This is an optimization exercise on Yosys and OpenROAD, whose aim is small area, a short achievable clock period and few clock cycles, not a production implementation.
Where RTL was checked, it was by simulation tests only, not by an equivalence proof against the original.
Power is estimated from default activity; no workload was simulated.

Design raycast_column_texture_walker_core, start of the top module:
module raycast_column_texture_walker_core #(
  parameter int FRAC_BITS = 16
) (
  input  logic                             clk,
  input  logic                             rst_n,
  input  logic                             cfg_valid,
  output logic                             cfg_ready,
  input  logic [rctw_pkg::CFG_IDX_W-1:0]   cfg_index,
  input  logic [rctw_pkg::CFG_DATA_W-1:0]  cfg_data,
  input  logic                             in_tvalid,
  output logic                             in_tready,
  input  logic [rctw_pkg::IN_TDATA_W-1:0]  in_tdata,
  input  logic                             in_tuser,
  output logic                             out_tvalid,
  input  logic                             out_tready,
  output logic [rctw_pkg::OUT_TDATA_W-1:0] out_tdata,
  output logic [rctw_pkg::OUT_TUSER_W-1:0] out_tuser,
  output logic                             out_tlast
);
  logic [21:0] pixel_addr;
  logic [15:0] texel_index;
  logic [23:0] flat_color;
  logic [1:0]  region;
  logic [1:0]  texture_id;
  assign cfg_ready = 1'b1;
  rctw_datapath u_dp (
    .clk         (clk),
    .rst_n       (rst_n),
    .cfg_we      (cfg_valid),
    .cfg_index   (cfg_index),
    .cfg_data    (cfg_data),
    .in_tvalid   (in_tvalid),
    .in_tuser    (in_tuser),
    .in_tdata    (in_tdata),
    .in_tready   (in_tready),
  ...
For scale: ~3,100 cells after synthesis, about 460 flip-flops, roughly 270 I/O pins.
export LEC_CHECK = 0
export CAP_MARGIN = 20
export CORE_MARGIN = 2
export CORE_UTILIZATION = 60
export SLEW_MARGIN = 20
create_clock -name core_clock -period 10.0 [get_ports {clk}]
standard.sh (not shown) runs the stock make flow with config.mk's settings and CLKGATE_MAP_FILE= SYNTH_SCRIPT=/design/flow/synth_recipe.tcl, a recipe that flattens the netlist after the stock synthesis.
==> flow/flow/run.sh <==
#!/bin/bash
set -euo pipefail
MARGIN=$(cat flow/margin.txt)
sed -E "s/ SETUP_SLACK_MARGIN=[^ ]*//; s/CLKGATE_MAP_FILE= /CLKGATE_MAP_FILE= SETUP_SLACK_MARGIN=$MARGIN /" standard.sh > standard_margin.sh
grep -q "SETUP_SLACK_MARGIN=$MARGIN " standard_margin.sh
bash standard_margin.sh synth > make_synth.log 2>&1
bash standard_margin.sh finish > make_finish.log 2>&1
test -s out/final.def
==> flow/flow/margin.txt <==
6.3
Rerun with:
==> flow/flow/margin.txt (replaced) <==
6.5
CTS_BUF_LIST = sky130_fd_sc_hd__clkbuf_8   (was not set)
CTS_CLUSTER_SIZE = 20   (was not set)
Outcome:
- final area came out higher by 0.95%
- hold slack hardly moves
- synthesized area does not change
- sequential power barely changes
- global-route usage grows by 1.3 points
- via count hardly moves
- maximum frequency is lower by 1.9%
- setup slack is worse by 73 ps
- clock skew barely changes
- clock power is lower by about 2%
- sequential share of layout area drops by 0.31 points
No run of this note included a check of the RTL's function; only the layout flow was run.

---

== v6 ==
Another version of the RTL of raycast_column_texture_walker_core (not shown whole).
Size: ~3000 cells after synthesis, roughly 460 flip-flops, about 270 I/O pins.
export LEC_CHECK = 0
export CAP_MARGIN = 20
export CORE_MARGIN = 2
export CORE_UTILIZATION = 60
export SLEW_MARGIN = 20
create_clock -name core_clock -period 10.0 [get_ports {clk}]
==> flow/flow/margin.txt <==
6.3
Scripts as last shown in full above: flow/flow/run.sh
In summary, v6 completed successfully, with a layout that passed the timing, DRC and antenna checks.
Testbench counts of v6, summed over its fixed seeds: cycles 27,984.
#### Input delta (v7 over v6)
diff --git a/flow/flow/run.sh b/flow/flow/run.sh
--- a/flow/flow/run.sh
+++ b/flow/flow/run.sh
@@ -1,0 +2,5 @@
+# Standard layout (the standard.sh: standard synthesis, ORFS floorplan to
+# finish, same SDC), with two make settings added on its command line:
+#  * BUFFER_PORTS_ARGS from flow/ports.txt: the cell buffer_ports puts on every
+#    input and output port (it still buffers every port).
+# Each make run's full output goes to its own log here.
@@ -4 +9,2 @@
-sed -E "s/ SETUP_SLACK_MARGIN=[^ ]*//; s/CLKGATE_MAP_FILE= /CLKGATE_MAP_FILE= SETUP_SLACK_MARGIN=$MARGIN /" standard.sh > standard_margin.sh
+PORTBUF=$(cat flow/ports.txt)
+sed -E "s/ SETUP_SLACK_MARGIN=[^ ]*//; s/CLKGATE_MAP_FILE= /CLKGATE_MAP_FILE= SETUP_SLACK_MARGIN=$MARGIN 'BUFFER_PORTS_ARGS=-buffer_cell $PORTBUF' /" standard.sh > standard_margin.sh
==> flow/flow/margin.txt <==
6.5
==> flow/flow/ports.txt (new file) <==
sky130_fd_sc_hd__buf_2
--- outcome ---
- v7 has more setup slack than v6.
- Between v6 and v7, final critical-path share of the clock period decreased.
- Relative to v6, the cell internal power dissipation measured on v7 has increased slightly.
- [compare] base=v6 new=v7: overall power after layout went up by 0.027 mW; wire length went down by about 0.8%.

## re-timing with driven ports
No port has a modelled driver above. Below, the same layouts with a new extraction and two added sets of constraints.
Step 1 sets driving cells, clkbuf_16 on the clock port and buf_2 on the other inputs (assumed; they add their load-dependent delay and slew).
Step 2 times the ports against the registers' clock, not the clock port: input delays grow and output delays shrink by t, the midpoint of the rising clock arrivals with the driver on.
a / b / c = no drivers / after step 1 / after step 2; a / b = the first two.
run	t (ns)	setup slack, ns	latest minus earliest clock arrival (ns)	worst register clock-pin slew, ns	worst data-port slew with drivers (ns)
the first run of note 1	0.658	6.246 / 6.188 / 5.665	0.028 / 0.028	0.07 / 0.07	0.10
the second run of note 1	0.719	6.173 / 6.116 / 5.840	0.029 / 0.030	0.07 / 0.07	0.08
v6	0.665	6.198 / 6.140 / 5.689	0.020 / 0.020	0.07 / 0.07	0.09
v7	0.665	6.360 / 6.299 / 5.935	0.026 / 0.026	0.06 / 0.06	0.08
After both steps every run listed still meets setup and hold. For the first run of note 1, which loses most, drivers alone change the setup slack by -0.058 ns; drivers and shift together by -0.581 ns.
